This is an optimization exercise on Yosys and OpenROAD, whose aim is small area, a short achievable clock period and few clock cycles per item, not a production implementation.
RTL that was checked went through simulation tests only; none was proved equivalent to the original.
Power is estimated from default activity; no workload was simulated.

==> flow/design.v <==
`default_nettype none
package isaPkg;
	localparam int DATA_W = 16;
	localparam int REG_ADDR_W = 5;
	localparam int OPCODE_W = 7;
	typedef enum logic [OPCODE_W-1:0] {
		OP_ADD = 7'd1,
		OP_SUB = 7'd2,
		OP_AND = 7'd3,
		OP_OR  = 7'd4,
		OP_XOR = 7'd5,
		OP_SHL = 7'd6,
		OP_SHR = 7'd7,
		OP_MOV = 7'd8
	} opcode_e;
	typedef logic [DATA_W-1:0] data_t;
	typedef logic [REG_ADDR_W-1:0] regAddr_t;
	typedef struct packed {
		logic overflow;
		logic underflow;
	} status_t;
endpackage
`default_nettype wire
`default_nettype none
package busPkg;
	localparam int BUNDLE_W = 90;
	localparam int COMMIT_W = 48;
	localparam int SLOT_W = 46;
	typedef struct packed {
		logic isWb;
		logic [7-1:0] opcode;
		logic [4:0] wbAddr;
		logic [15:0] pOperand;
		logic [15:0] sOperand;
	} laneOp_t;
	typedef struct packed {
		laneOp_t laneA;
		laneOp_t laneB;
	} bundle_t;
	typedef struct packed {
		logic [1:0] code;
		logic [4:0] wbAddr;
		logic [15:0] wbData;
	} slotHalf_t;
	typedef struct packed {
		slotHalf_t laneA;
		slotHalf_t laneB;
	} slot_t;
	typedef struct packed {
		logic wbValid;
		logic [4:0] wbAddr;
		logic [15:0] wbData;
		logic [1:0] status;
	} commitHalf_t;
	typedef struct packed {
		commitHalf_t laneA;
		commitHalf_t laneB;
	} commit_t;
endpackage
`default_nettype wire
`default_nettype none
module creditFifo #(
	parameter int DEPTH = 4,
	parameter int WIDTH = 1
) (
	input wire logic clock_i,
	input wire logic reset_i,
	input wire logic push_i,
	input wire logic [WIDTH-1:0] item_i,
	input wire logic pop_i,
	output logic [WIDTH-1:0] item_o
);
	localparam int PTR_W = (DEPTH > 1) ? $clog2(DEPTH) : 1;
	logic [WIDTH-1:0] mem [DEPTH];
	logic [PTR_W-1:0] wrPtr;
	logic [DEPTH-1:0] rdHot;
	always_ff @(posedge clock_i)
	begin
		if (push_i)
		begin
			mem[wrPtr] <= item_i;
		end
	end
	always_comb
	begin
		item_o = '0;
		for (int k = 0; k < DEPTH; k++)
		begin
			item_o = item_o | (mem[k] & {WIDTH{rdHot[k]}});
		end
	end
	always_ff @(posedge clock_i)
	begin
		if (reset_i)
		begin
			wrPtr <= '0;
			rdHot <= DEPTH'(1);
		end
		else
		begin
			if (push_i)
			begin
				wrPtr <= (wrPtr == PTR_W'(DEPTH - 1)) ? '0 : wrPtr + 1'b1;
			end
			if (pop_i)
			begin
				rdHot <= {rdHot[DEPTH-2:0], rdHot[DEPTH-1]};
			end
		end
	end
endmodule
`default_nettype wire
`default_nettype none
module arithLane (
	input wire busPkg::laneOp_t op_i,
	input wire logic kill_i,
	output logic wbValid_o,
	output busPkg::slotHalf_t half_o
);
	logic [15:0] p;
	logic [15:0] s;
	logic isAdd, isSub, isAnd, isOr, isXor, isShl, isShr, isMov;
	logic legalOp;
	logic keep;
	logic [15:0] sx;
	logic [16:0] sumWide;
	logic [15:0] shOut;
	logic [15:0] shRev;
	assign p = op_i.pOperand;
	assign s = op_i.sOperand;
	assign isAdd = op_i.opcode == 7'd1;
	assign isSub = op_i.opcode == 7'd2;
	assign isAnd = op_i.opcode == 7'd3;
	assign isOr = op_i.opcode == 7'd4;
	assign isXor = op_i.opcode == 7'd5;
	assign isShl = op_i.opcode == 7'd6;
	assign isShr = op_i.opcode == 7'd7;
	assign isMov = op_i.opcode == 7'd8;
	assign legalOp = (op_i.opcode != 7'd0) && (op_i.opcode <= 7'd8);
	assign wbValid_o = op_i.isWb && legalOp;
	assign keep = wbValid_o && !kill_i;
	assign sx[7:0] = op_i.opcode[1] ? ~s[7:0] : s[7:0];
	assign sx[15:8] = op_i.opcode[0] ? s[15:8] : ~s[15:8];
	always_comb
	begin
		logic [16:0] g;
		logic [16:0] t;
		g = {p & sx & {16{!op_i.opcode[2]}}, op_i.opcode[1] & !op_i.opcode[2]};
		t = {p ^ sx, 1'b0};
		for (int l = 0; l < 5; l++)
		begin
			logic [16:0] gPrev;
			logic [16:0] tPrev;
			gPrev = g;
			tPrev = t;
			for (int i = 0; i < 17; i++)
			begin
				if (i >= (1 << l))
				begin
					g[i] = gPrev[i] | (tPrev[i] & gPrev[i - (1 << l)]);
					t[i] = tPrev[i] & tPrev[i - (1 << l)];
				end
			end
		end
		sumWide = {g[16], p ^ sx ^ g[15:0]};
	end
	always_comb
	begin
		logic [15:0] r;
		for (int i = 0; i < 16; i++)
		begin
			r[i] = op_i.opcode[0] ? p[i] : p[15-i];
		end
		r = s[3] ? {8'd0, r[15:8]} : r;
		r = s[2] ? {4'd0, r[15:4]} : r;
		r = s[1] ? {2'd0, r[15:2]} : r;
		r = s[0] ? {1'd0, r[15:1]} : r;
		shOut = r;
		for (int i = 0; i < 16; i++)
		begin
			shRev[i] = r[15-i];
		end
	end
	assign half_o.wbAddr = keep ? op_i.wbAddr : 5'd0;
	assign half_o.wbData = ({16{keep && (isAdd || isSub || isXor)}} & sumWide[15:0])
		| ({16{keep && isAnd}} & (p & s))
		| ({16{keep && isOr}} & (p | s))
		| ({16{keep && isMov}} & s)
		| ({16{keep && isShl}} & shRev)
		| ({16{keep && isShr}} & shOut);
	assign half_o.code[1] = keep && (isAdd || isSub) && (sumWide[16] ^ op_i.opcode[1]);
	assign half_o.code[0] = keep && !(isAdd && sumWide[16]);
endmodule
`default_nettype wire
`default_nettype none
module commitMerge (
	input wire busPkg::bundle_t bundle_i,
	output busPkg::slot_t slot_o
);
	logic wbA;
	logic wbB;
	logic sameDest;
	assign sameDest = wbA && wbB && (bundle_i.laneA.wbAddr == bundle_i.laneB.wbAddr);
	arithLane laneA (
		.op_i(bundle_i.laneA),
		.kill_i(sameDest),
		.wbValid_o(wbA),
		.half_o(slot_o.laneA)
	);
	arithLane laneB (
		.op_i(bundle_i.laneB),
		.kill_i(1'b0),
		.wbValid_o(wbB),
		.half_o(slot_o.laneB)
	);
endmodule
`default_nettype wire
`default_nettype none
module vliwExecCore #(
	parameter int BUNDLE_DEPTH = 4,
	parameter int COMMIT_CREDITS = 2
) (
	input wire logic clock_i,
	input wire logic reset_i,
	input wire logic bundleValid_i,
	input wire busPkg::bundle_t bundle_i,
	output wire logic bundleCredit_o,
	input wire logic commitCredit_i,
	output wire logic commitValid_o,
	output wire busPkg::commit_t commit_o
);
	localparam int CNT_W = $clog2(BUNDLE_DEPTH + 1);
	localparam int CREDIT_W = $clog2(COMMIT_CREDITS + 1);
	busPkg::slot_t newSlot;
	busPkg::slot_t headSlot;
	logic [CNT_W-1:0] count;
	logic [CNT_W-1:0] countNext;
	logic [CREDIT_W-1:0] credits;
	logic [CREDIT_W-1:0] creditsAvail;
	logic commitValid;
	logic commitNext;
	logic bundleCredit;
	commitMerge merger (
		.bundle_i(bundle_i),
		.slot_o(newSlot)
	);
	creditFifo #(
		.DEPTH(BUNDLE_DEPTH),
		.WIDTH(busPkg::SLOT_W)
	) recordQueue (
		.clock_i(clock_i),
		.reset_i(reset_i),
		.push_i(bundleValid_i),
		.item_i(newSlot),
		.pop_i(commitValid),
		.item_o(headSlot)
	);
	assign countNext = count - CNT_W'(commitValid) + CNT_W'(bundleValid_i);
	assign creditsAvail = credits + CREDIT_W'(commitCredit_i);
	assign commitNext = (creditsAvail != '0) && (countNext != '0);
	always_ff @(posedge clock_i)
	begin
		if (reset_i)
		begin
			count <= '0;
			credits <= CREDIT_W'(COMMIT_CREDITS);
			commitValid <= 1'b0;
			bundleCredit <= 1'b0;
		end
		else
		begin
			count <= countNext;
			credits <= creditsAvail - CREDIT_W'(commitNext);
			commitValid <= commitNext;
			bundleCredit <= commitNext;
		end
	end
	assign commitValid_o = commitValid;
	assign bundleCredit_o = bundleCredit;
	assign commit_o.laneA.wbValid = |headSlot.laneA.code;
	assign commit_o.laneA.wbAddr = headSlot.laneA.wbAddr;
	assign commit_o.laneA.wbData = headSlot.laneA.wbData;
	assign commit_o.laneA.status = {headSlot.laneA.code[1] & ~headSlot.laneA.code[0],
		headSlot.laneA.code[1] & headSlot.laneA.code[0]};
	assign commit_o.laneB.wbValid = |headSlot.laneB.code;
	assign commit_o.laneB.wbAddr = headSlot.laneB.wbAddr;
	assign commit_o.laneB.wbData = headSlot.laneB.wbData;
	assign commit_o.laneB.status = {headSlot.laneB.code[1] & ~headSlot.laneB.code[0],
		headSlot.laneB.code[1] & headSlot.laneB.code[0]};
endmodule
`default_nettype wire
export LEC_CHECK = 0
export CAP_MARGIN = 20
export CORE_MARGIN = 2
export CORE_UTILIZATION = 40
export CTS_BUF_LIST = sky130_fd_sc_hd__clkbuf_4 sky130_fd_sc_hd__clkbuf_8
export SETUP_SLACK_MARGIN = 0.8
export SLEW_MARGIN = 20
create_clock -name core_clock -period 4.0 [get_ports {clock_i}]
standard.sh (not shown) runs the stock make flow with config.mk's settings and CLKGATE_MAP_FILE= SYNTH_SCRIPT=/design/flow/synth_recipe.tcl, a recipe that flattens the netlist after the stock synthesis.
==> flow/flow/run.sh <==
#!/bin/bash
# Standard ORFS layout (the standard.sh, synthesis unchanged), with plain
# buffers on the ports instead of the default delay-cell buffers, plus the
# settings in flow/extra.env. Each tool's full output goes to its own log
# here; ORFS's per-step logs are under orfs/logs/.
set -euo pipefail
export BUFFER_PORTS_ARGS="-buffer_cell sky130_fd_sc_hd__buf_1"
if [[ -f flow/extra.env ]]; then
  set -a
  source flow/extra.env
  set +a
fi
bash standard.sh synth > synth.log 2>&1
bash standard.sh finish > layout.log 2>&1
Testbench counts at the start, summed over its fixed seeds: cycles 4,247, items 3,200.
Then changed:
--- a/flow/design.v
+++ b/flow/design.v
@@ -73,6 +73,6 @@
 	localparam int PTR_W = (DEPTH > 1) ? $clog2(DEPTH) : 1;
 	logic [WIDTH-1:0] mem [DEPTH];
+	logic [PTR_W-1:0] rdPtr;
 	logic [PTR_W-1:0] wrPtr;
-	logic [DEPTH-1:0] rdHot;
 	always_ff @(posedge clock_i)
 	begin
@@ -82,18 +82,11 @@
 		end
 	end
-	always_comb
-	begin
-		item_o = '0;
-		for (int k = 0; k < DEPTH; k++)
-		begin
-			item_o = item_o | (mem[k] & {WIDTH{rdHot[k]}});
-		end
-	end
+	assign item_o = mem[rdPtr];
 	always_ff @(posedge clock_i)
 	begin
 		if (reset_i)
 		begin
+			rdPtr <= '0;
 			wrPtr <= '0;
-			rdHot <= DEPTH'(1);
 		end
 		else
@@ -105,5 +98,5 @@
 			if (pop_i)
 			begin
-				rdHot <= {rdHot[DEPTH-2:0], rdHot[DEPTH-1]};
+				rdPtr <= (rdPtr == PTR_W'(DEPTH - 1)) ? '0 : rdPtr + 1'b1;
 			end
 		end
@@ -140,6 +133,5 @@
 	assign wbValid_o = op_i.isWb && legalOp;
 	assign keep = wbValid_o && !kill_i;
-	assign sx[7:0] = op_i.opcode[1] ? ~s[7:0] : s[7:0];
-	assign sx[15:8] = op_i.opcode[0] ? s[15:8] : ~s[15:8];
+	assign sx = op_i.opcode[1] ? ~s : s;
 	always_comb
 	begin
@@ -150,14 +142,10 @@
 		for (int l = 0; l < 5; l++)
 		begin
-			logic [16:0] gPrev;
-			logic [16:0] tPrev;
-			gPrev = g;
-			tPrev = t;
-			for (int i = 0; i < 17; i++)
+			for (int i = 16; i >= 0; i--)
 			begin
-				if (i >= (1 << l))
+				if (((i >> l) & 1) == 1)
 				begin
-					g[i] = gPrev[i] | (tPrev[i] & gPrev[i - (1 << l)]);
-					t[i] = tPrev[i] & tPrev[i - (1 << l)];
+					g[i] = g[i] | (t[i] & g[((i >> l) << l) - 1]);
+					t[i] = t[i] & t[((i >> l) << l) - 1];
 				end
 			end
Wire length went down by a little under a tenth.
Clock power rose by a few percent.
Area after synthesis goes down slightly.
Cell area increases slightly.
Hold slack is about the same.
Non-clock buffer count rose by 20.
First-iteration DRC count shrinks by about a fifth.
Via count decreases by roughly a tenth.
Setup slack degrades by 0.14 ns.
Clock skew goes up by 0.0049 ns.
Synthesized cell count shrinks by roughly a tenth.
Power climbs slightly.
Sequential cell count is unchanged.
Critical path depth climbs by 7.
No functional check of the RTL was part of the second run of this note.

-- port drivers added, routing unchanged --
No port has a modelled driver above. Below, the same layouts with a new extraction and two added sets of constraints. Step 1, drivers: a clkbuf_16 drives clock_i and a buf_2 each remaining input, both assumed. Step 2 moves the port delays by t, midway between the first and last clock arrival at a register: inputs arrive t later, outputs are due t later. That takes back most of the time a late clock gives input paths. a / b / c = ideal ports / drivers / drivers and shift; a / b = the first two.
| run | t, ns | setup slack, ns | hold slack, ns | worst setup path at the end | latest minus earliest clock arrival (ns) |
|---|---|---|---|---|---|
| the first run | 0.488 | 0.894 / 0.899 / 0.426 | 0.543 / 0.543 / 0.543 | input to register | 0.022 / 0.022 |
| the second run | 0.499 | 0.749 / 0.764 / 0.265 | 0.540 / 0.540 / 0.540 | input to register | 0.021 / 0.021 |
After both steps every run listed still meets setup and hold. The setup slack of the second run, which loses most, moves by +0.015 ns with the drivers and by -0.484 ns with both steps.
